This is an optimization exercise on Yosys and OpenROAD, whose aim is small area, not a production implementation. The RTL was checked by simulation tests, not by an equivalence proof against the original design. Power figures rest on the tool's default switching activity, not on a simulated workload.

### design/flow/config.mk
export PLATFORM = sky130hd
export DESIGN_NAME = alu_operand_stage
export DESIGN_NICKNAME = alu_operand_stage
export VERILOG_FILES = /design/flow/design.v
export SDC_FILE = /design/flow/constraint.sdc
export NUM_CORES = 4
export LEC_CHECK = 0
export CAP_MARGIN = 20
export CORE_MARGIN = 2
export CORE_UTILIZATION = 25
export PLACE_DENSITY = 0.35
export SLEW_MARGIN = 20
export SYNTH_HIERARCHICAL = 1
export SYNTH_MINIMUM_KEEP_SIZE = 0
### design/flow/run.sh
#!/bin/bash
# synth_recipe.tcl (not shown) runs the flow's synth.tcl, then flattens the netlist and writes it again
# the make line also repeats each setting of config.mk as NAME=value (left out here)
make -C /OpenROAD-flow-scripts/flow DESIGN_CONFIG=/design/flow/config.mk WORK_HOME=/design/flow/orfs CLKGATE_MAP_FILE= SYNTH_SCRIPT=/design/flow/synth_recipe.tcl finish
### design/flow/design.v
package alu_operand_stage_pkg;
  localparam int NUM_REGS = 32;
  localparam int ADDR_W   = 5;
  localparam int DATA_W   = 32;
  localparam int FLAG_W   = 4;
  localparam int FLAG_ZERO     = 0;
  localparam int FLAG_OVERFLOW = 1;
  localparam int FLAG_CARRY    = 2;
  localparam int FLAG_NEGATIVE = 3;
  typedef enum logic [2:0] {
    OP_NOP   = 3'd0,
    OP_ADD   = 3'd1,
    OP_SUB   = 3'd2,
    OP_AND   = 3'd3,
    OP_OR    = 3'd4,
    OP_XOR   = 3'd5,
    OP_CMP   = 3'd6,
    OP_SHIFT = 3'd7
  } opcode_t;
endpackage
module rf_hold_mux
(
  input  logic q,
  input  logic ld,
  input  logic d,
  input  logic ld_n,
  output logic x
);
  assign x = (q | ld) & (d | ld_n);
endmodule
module rf_sel3_n
(
  input  logic s0, d0,
  input  logic s1, d1,
  input  logic s2, d2,
  output logic y
);
  assign y = ~((s0 & d0) | (s1 & d1) | (s2 & d2));
endmodule
module rf_nand4
(
  input  logic a, b, c, d,
  output logic y
);
  assign y = ~(a & b & c & d);
endmodule
module rf_nand3
(
  input  logic a, b, c,
  output logic y
);
  assign y = ~(a & b & c);
endmodule
module rf_or3
(
  input  logic a, b, c,
  output logic y
);
  assign y = a | b | c;
endmodule
module rf_read_bit
(
  input  logic [31:0] s,    
  input  logic [31:0] d,    
  input  logic        sh,   
  input  logic        dh,   
  output logic        y
);
  logic [10:0] t;
  genvar j;
  generate
    for (j = 0; j < 10; j++) begin : g_s
      rf_sel3_n u_s (.s0(s[3*j]), .d0(d[3*j]), .s1(s[3*j+1]), .d1(d[3*j+1]),
                     .s2(s[3*j+2]), .d2(d[3*j+2]), .y(t[j]));
    end
  endgenerate
  rf_sel3_n u_s10 (.s0(s[30]), .d0(d[30]), .s1(s[31]), .d1(d[31]), .s2(sh), .d2(dh), .y(t[10]));
  logic p0, p1, p2;
  rf_nand4 u_n0 (.a(t[0]), .b(t[1]), .c(t[2]), .d(t[3]), .y(p0));
  rf_nand4 u_n1 (.a(t[4]), .b(t[5]), .c(t[6]), .d(t[7]), .y(p1));
  rf_nand3 u_n2 (.a(t[8]), .b(t[9]), .c(t[10]), .y(p2));
  rf_or3   u_o  (.a(p0), .b(p1), .c(p2), .y(y));
endmodule
module rf_read_dec
(
  input  logic [4:0] addr,
  input  logic       take,    
  input  logic       byp,     
  output logic [31:0] s
);
  always_comb begin
    s[0] = take & byp;
    for (int k = 1; k < 32; k++) s[k] = take & !byp & (addr == 5'(k));
  end
endmodule
module rf_write_dec
(
  input  logic [4:0] addr,
  input  logic       we,
  input  logic       rst,
  output logic [31:1] ld,
  output logic [31:1] ld_n
);
  always_comb begin
    for (int k = 1; k < 32; k++) begin
      ld[k]   = rst | (we & (addr == 5'(k)));
      ld_n[k] = !ld[k];
    end
  end
endmodule
module alu_operand_stage
(
  input  logic                 clk,
  input  logic                 rst,
  input  logic [alu_operand_stage_pkg::ADDR_W-1:0]    readAddrA,
  input  logic [alu_operand_stage_pkg::ADDR_W-1:0]    readAddrB,
  input  logic [2:0]           controlIn,
  input  logic                 validIn,
  input  logic [alu_operand_stage_pkg::ADDR_W-1:0]    writeAddr,
  input  logic [alu_operand_stage_pkg::DATA_W-1:0]    writeData,
  input  logic                 writeEnable,
  input  logic [alu_operand_stage_pkg::FLAG_W-1:0]    flagsIn,
  input  logic                 flagsEnable,
  output logic [alu_operand_stage_pkg::DATA_W-1:0]    busA,
  output logic [alu_operand_stage_pkg::DATA_W-1:0]    busB,
  output logic [2:0]           control,
  output logic                 validOut,
  output logic [alu_operand_stage_pkg::FLAG_W-1:0]    flags
);
  localparam int NUM_REGS = alu_operand_stage_pkg::NUM_REGS;
  localparam int ADDR_W   = alu_operand_stage_pkg::ADDR_W;
  localparam int DATA_W   = alu_operand_stage_pkg::DATA_W;
  logic [DATA_W-1:0]   entry_q [1:NUM_REGS-1];
  logic [DATA_W-1:0]   entry_d [1:NUM_REGS-1];
  logic [NUM_REGS-1:1] ld, ld_n;
  logic [DATA_W-1:0]   wr_data;
  logic                wr_live, byp_a, byp_b, take, hold;
  logic [NUM_REGS-1:0] sel_a, sel_b;
  logic [DATA_W-1:0]   nxt_a, nxt_b;
  assign wr_data = rst ? '0 : writeData;
  rf_write_dec u_wdec (.addr(writeAddr), .we(writeEnable), .rst(rst), .ld(ld), .ld_n(ld_n));
  genvar i, b;
  generate
    for (i = 1; i < NUM_REGS; i++) begin : g_entry
      for (b = 0; b < DATA_W; b++) begin : g_bit
        rf_hold_mux u_m (.q(entry_q[i][b]), .ld(ld[i]), .d(wr_data[b]), .ld_n(ld_n[i]),
                         .x(entry_d[i][b]));
      end
      always_ff @(posedge clk) entry_q[i] <= entry_d[i];
    end
  endgenerate
  assign wr_live = writeEnable && (writeAddr != '0);
  assign byp_a   = wr_live && (writeAddr == readAddrA);
  assign byp_b   = wr_live && (writeAddr == readAddrB);
  assign take    = validIn && !rst;
  assign hold    = !validIn && !rst;
  rf_read_dec u_rdec_a (.addr(readAddrA), .take(take), .byp(byp_a), .s(sel_a));
  rf_read_dec u_rdec_b (.addr(readAddrB), .take(take), .byp(byp_b), .s(sel_b));
  generate
    for (b = 0; b < DATA_W; b++) begin : g_rd
      logic [DATA_W-1:0] col;
      assign col[0] = writeData[b];
      for (i = 1; i < NUM_REGS; i++) begin : g_col
        assign col[i] = entry_q[i][b];
      end
      rf_read_bit u_a (.s(sel_a), .d(col), .sh(hold), .dh(busA[b]), .y(nxt_a[b]));
      rf_read_bit u_b (.s(sel_b), .d(col), .sh(hold), .dh(busB[b]), .y(nxt_b[b]));
    end
  endgenerate
  always_ff @(posedge clk) begin
    busA <= nxt_a;
    busB <= nxt_b;
  end
  always_ff @(posedge clk) begin
    if (rst) begin
      control  <= '0;
      validOut <= 1'b0;
      flags    <= '0;
    end else begin
      validOut <= validIn;
      if (validIn)     control <= controlIn;
      if (flagsEnable) flags   <= flagsIn;
    end
  end
endmodule
### design/flow/constraint.sdc
create_clock -name core_clock -period 5.0 [get_ports {clk}]
set_input_delay 1.0000 -clock core_clock [delete_from_list [all_inputs] [get_ports {clk}]]
set_output_delay 1.0000 -clock core_clock [all_outputs]
set_load 0.01 [all_outputs]
==> run notes <==
* Clock Sinks at 1064
* Root buf cell: clkbuf_16
* Routability congestion estimate from global placement at 0.876
* CP Data Arrival Time at 5310 ps
* Post-Syn Instances at about 3.3k
* Tightest Pin Transition at between 1000 and 1500 ps
* LEAKAGE at about 20 nW
* Worst VDD drop at 0.000316 V
* Distinct cells, synth at 36
* Simple-Gate Fraction of Synth Area at 0.0615
* Gr ovfl total at 0
* Synthesis-to-finish area growth at 31.4%
* Clk buf depth at 3
* Syn Nets at 3346
* NetSw at around 6.0 mW
* Initial Utilization at 0.251
* Setup WS pre-CTS at -289 ps
* Seq/Total Area, Yosys at 0.528
* F_max at 0.218 GHz
* # IOs at about 130
* Complex-gate fraction of the synthesized area at 0.400
* Setup-failing EPs final at 0
* Worst hold path type: reg2reg
* Int Power at 16.1 mW
* Relative slew margins at 0.180
* Skew final at 23.5 ps
* Fin crit period at between 4000 and 5000 ps
* Clk slew on worst S/H paths at 60 ps
* Run status: complete, no violations
* Std cell rows at roughly 150
* Comb power frac at 0.104
* Vias per cell at about 6.7
* Final TNS setup at 0 ps
* CTS tree: built
* Adder-cell area share of the yosys netlist at 0
* CP bufs+invs at 5
* Largest family of logic cells by synthesized area: compound AO/OA/AOI/OAI gates
* Crit Path Class: in2reg
* Final WL at 230 mm
* Layout cells sized above 1 at 0.185
* RSZ-0062 raised after global routing: false
* GRT Resource Usage Total at 0.270
* Final period utilization at 0.919
* Fraction of registers with async set/reset at 0
* CP peak stage delay at 980 ps
* Flop and latch count out of synthesis at approximately 1.1k
* Slowest-stage cell, CP: nor3_4
* Power Dens Cells at ~420 nW/um^2
* CP Max Fanout at 17
* Clock Latency Late Sink at 770 ps
* Xor and xnor area share after synthesis at 0.00217
* Post-CTS sizing at 0
* CTS HTree Levels at 4
* Detailed Place HPWL at approximately 150 mm
* Clk pwr share at 0.435
* Die ar. at 164000 um^2
* Post-synthesis mux area share at 0.00174
* # Post-CTS Setup Buffers at 0
* Worst setup SP type: input port
* Largest net degree at the start of global routing at between 60 and 70
* Max Transition Viols Final at 0
* Nets at 3944
* Critical Path Sink Type: register
* Port bufs at between 100 and 150
* Post-synth EDFFs at 0
* Initial antenna violation count at 6
* Final Hold Viols at 0
* Part of the power in registers at 0.461
* Core outline area at between 150000 and 200000 um^2
* Main synth FF type: dfxtp_1
* Fillers at roughly 16k
* Hold buffer count at CTS at 0
* First-pass detailed-route iteration total at 11
* Total CTS buffers at 130
* Cells along the critical path: clkdlybuf4s50_1 -> buf_12 -> nor2b_1 -> or3b_1 -> buf_12 -> buf_4 -> nor3_4 -> buf_4 -> a222oi_1 -> nand4_1 -> or3_1
* 1st-iter DRT viols at between 8k and 9k
* Setup ws final at 405 ps
* Die Ht at approximately 410 um
* Max cap viols at 0
* Worst EP required at approximately 5700 ps
* Syn avg cell area at roughly 12 um^2
* Synth Warn # at 12
* First-pass GRT wire length at 317 mm
* Final ANT Viol Nets at 0
* Remaining DRCs at 0
* DR WL/cell at about 37 um
* DR vias at 41.1k
* Die Span X at 406 um
* Post-Syn Area at 40300 um^2
* Vias in the first global route at 39.6k
* Switching Fraction at 0.272
* CP delay by family, top: simple AND/OR/NAND/NOR gates
==> modules after synthesis (local to each module, per instance), excerpt <==
module             cells inside  cell area [um^2]  flip-flops and latches
alu_operand_stage          1135             21800                    1064
rf_write_dec                 98               653                       0
rf_read_dec                  51               324                       0
rf_sel3_n                     1              10.0                       0
rf_hold_mux                   1              8.76                       0
rf_nand4                      1              6.26                       0
rf_or3                        1              6.26                       0
rf_nand3                      1              5.00                       0
==> layout make-up <==
class / instances / area [um^2] / area share
Tap cell: 2160 / 2700 / 0.0510
Antenna cell: 4 / 10.0 / 0.000189
Timing Repair Buffer: 514 / 4940 / 0.0932
Clock inverter: 34 / 362 / 0.00682
Clock buffer: 198 / 3970 / 0.0748
Multi-Input combinational cell: 2175 / 19700 / 0.372
Sequential cell: 1064 / 21300 / 0.402
==> power by group through the flow <==
stage	clock, mW	combinational [mW]	sequential [mW]
detailed placement	0	2.28	10.3
global route	10.1	2.41	10.3
finish	9.60	2.30	10.2
global placement	0	2.23	10.3
CTS	9.79	2.29	10.2
floorplan	0	1.20	10.1
==> cell usage in the layout, fill, tap and decap left out, types with 16 or more instances in the layout <==
cell type / n
clkbuf_8: 36
o22a_1: 992
nand3_1: 64
clkinv_2: 16
a222oi_1: 704
nor2b_2: 28
clkbuf_1: 28
clkdlybuf4s50_1: 129
nor3_2: 28
clkbuf_16: 135
a21oi_4: 23
dfxtp_1: 1064
buf_12: 57
nor3_4: 20
or3_1: 64
buf_4: 323
nand4_1: 130
==> cell usage after synthesis (2+ instances only) <==
cell | number | share of area
nor3_1 | 28 | 0.0035
a21oi_1 | 23 | 0.0029
nor2_1 | 11 | 0.0010
and2_1 | 2 | 0.00031
nand4_1 | 130 | 0.020
mux2i_1 | 7 | 0.0017
xor2_1 | 4 | 0.00087
buf_6 | 3 | 0.00084
a31oi_1 | 8 | 0.0012
buf_2 | 17 | 0.0021
a21o_1 | 23 | 0.0043
a31o_2 | 6 | 0.0013
a222oi_1 | 704 | 0.17
buf_4 | 3 | 0.00056
a31o_1 | 2 | 0.00043
nand2_1 | 4 | 0.00037
or3b_1 | 2 | 0.00043
xnor2_1 | 6 | 0.0013
nor2b_1 | 38 | 0.0059
and4b_1 | 3 | 0.00074
nor3_2 | 20 | 0.0050
nor4_1 | 16 | 0.0025
or2_2 | 2 | 0.00031
or3_1 | 64 | 0.0099
o22a_1 | 992 | 0.22
dfxtp_1 | 1064 | 0.53
nand3_1 | 64 | 0.0079
clkbuf_1 | 25 | 0.0023
nand3b_1 | 2 | 0.00037
nand2b_1 | 8 | 0.0012
==> registers in the layout, indices dropped and copies added (netlist names) <==
name / count
flags: 4
validOut: 1
busB: 32
busA: 32
entry_q: 992
control: 3
==> metal layers <==
metal | global-route usage | vias up | wire (um)
met2 | 0.427 | 2606 | 104000
met1 | 0.351 | 21400 | 93600
met4 | 0.141 | 2 | 12700
met5 | 0 | - | 11
met3 | 0.0461 | 463 | 19500
li1 | - | 16700 | -
==> through the flow <==
stage / instance area, um^2 / power [mW] / hold slack [ps] / utilization / instances
finish: 53000 / 22.1 / 495 / 0.330 / 6149
floorplan: 40400 / 11.3 / 467 / - / 3287
global placement: 48600 / 12.5 / 472 / 0.303 / 5909
CTS: 53000 / 22.2 / 498 / 0.330 / 6144
detailed placement: 48600 / 12.6 / 484 / 0.303 / 5912
global route: 53000 / 22.8 / 508 / 0.330 / 6149
==> path summary, 6_finish.rpt <==
path,to,startpoint,slack (ps),cells after the start
worst max-delay path,busB[13]$_DFF_P_,validIn,400,11
worst min-delay path,entry_q[7][5]$_DFF_P_,entry_q[7][5]$_DFF_P_,500,1
worst max register to register,busB[28]$_DFF_P_,entry_q[15][28]$_DFF_P_,2970,3
worst min register to register,entry_q[7][5]$_DFF_P_,entry_q[7][5]$_DFF_P_,500,1
==> cell families (layout without fill, tap and decap cells) <==
family	after synthesis	in the layout
AND/OR/NAND/NOR	400	400
AO/OA/AOI/OAI	1758	1758
multiplexers	7	7
flip-flops	1064	1064
XOR/XNOR	10	10
buffers and inverters	48	746
other	0	4
==> worst reg2reg max path, delay by kind of cell, from the launching register on <==
family | cells | cell delay (ps)
simple gates | 2 | 1030
compound gates | 1 | 540
flops | 1 | 330

-- afterwards: timing with drivers on the ports --
How much do the figures lean on ideal ports? The routed layout below was timed once more, with nothing changed but the port constraints.
Step 1 sets driving cells, clkbuf_16 on the clock port and buf_2 on the other inputs (assumed; they add their load-dependent delay and slew).
Step 2 adds t to the input delays and takes it off the output delays; t is the mean of the earliest and latest rising clock arrival at the registers after step 1. Input paths then give back, and output paths get back, about the clock's delay inside the block.
a / b / c = ideal / step 1 / step 2; a / b = the first two.
shift t [ns]: 0.842
setup slack, ns: 0.405 / 0.441 / -0.401
worst register clock-pin slew, ns: 0.07 / 0.07
cell pins on the clock port's net: 1
With both steps, setup timing fails in this run, where it was met with ideal ports. The setup slack of this run moves by +0.036 ns with the drivers and by -0.806 ns with both steps.
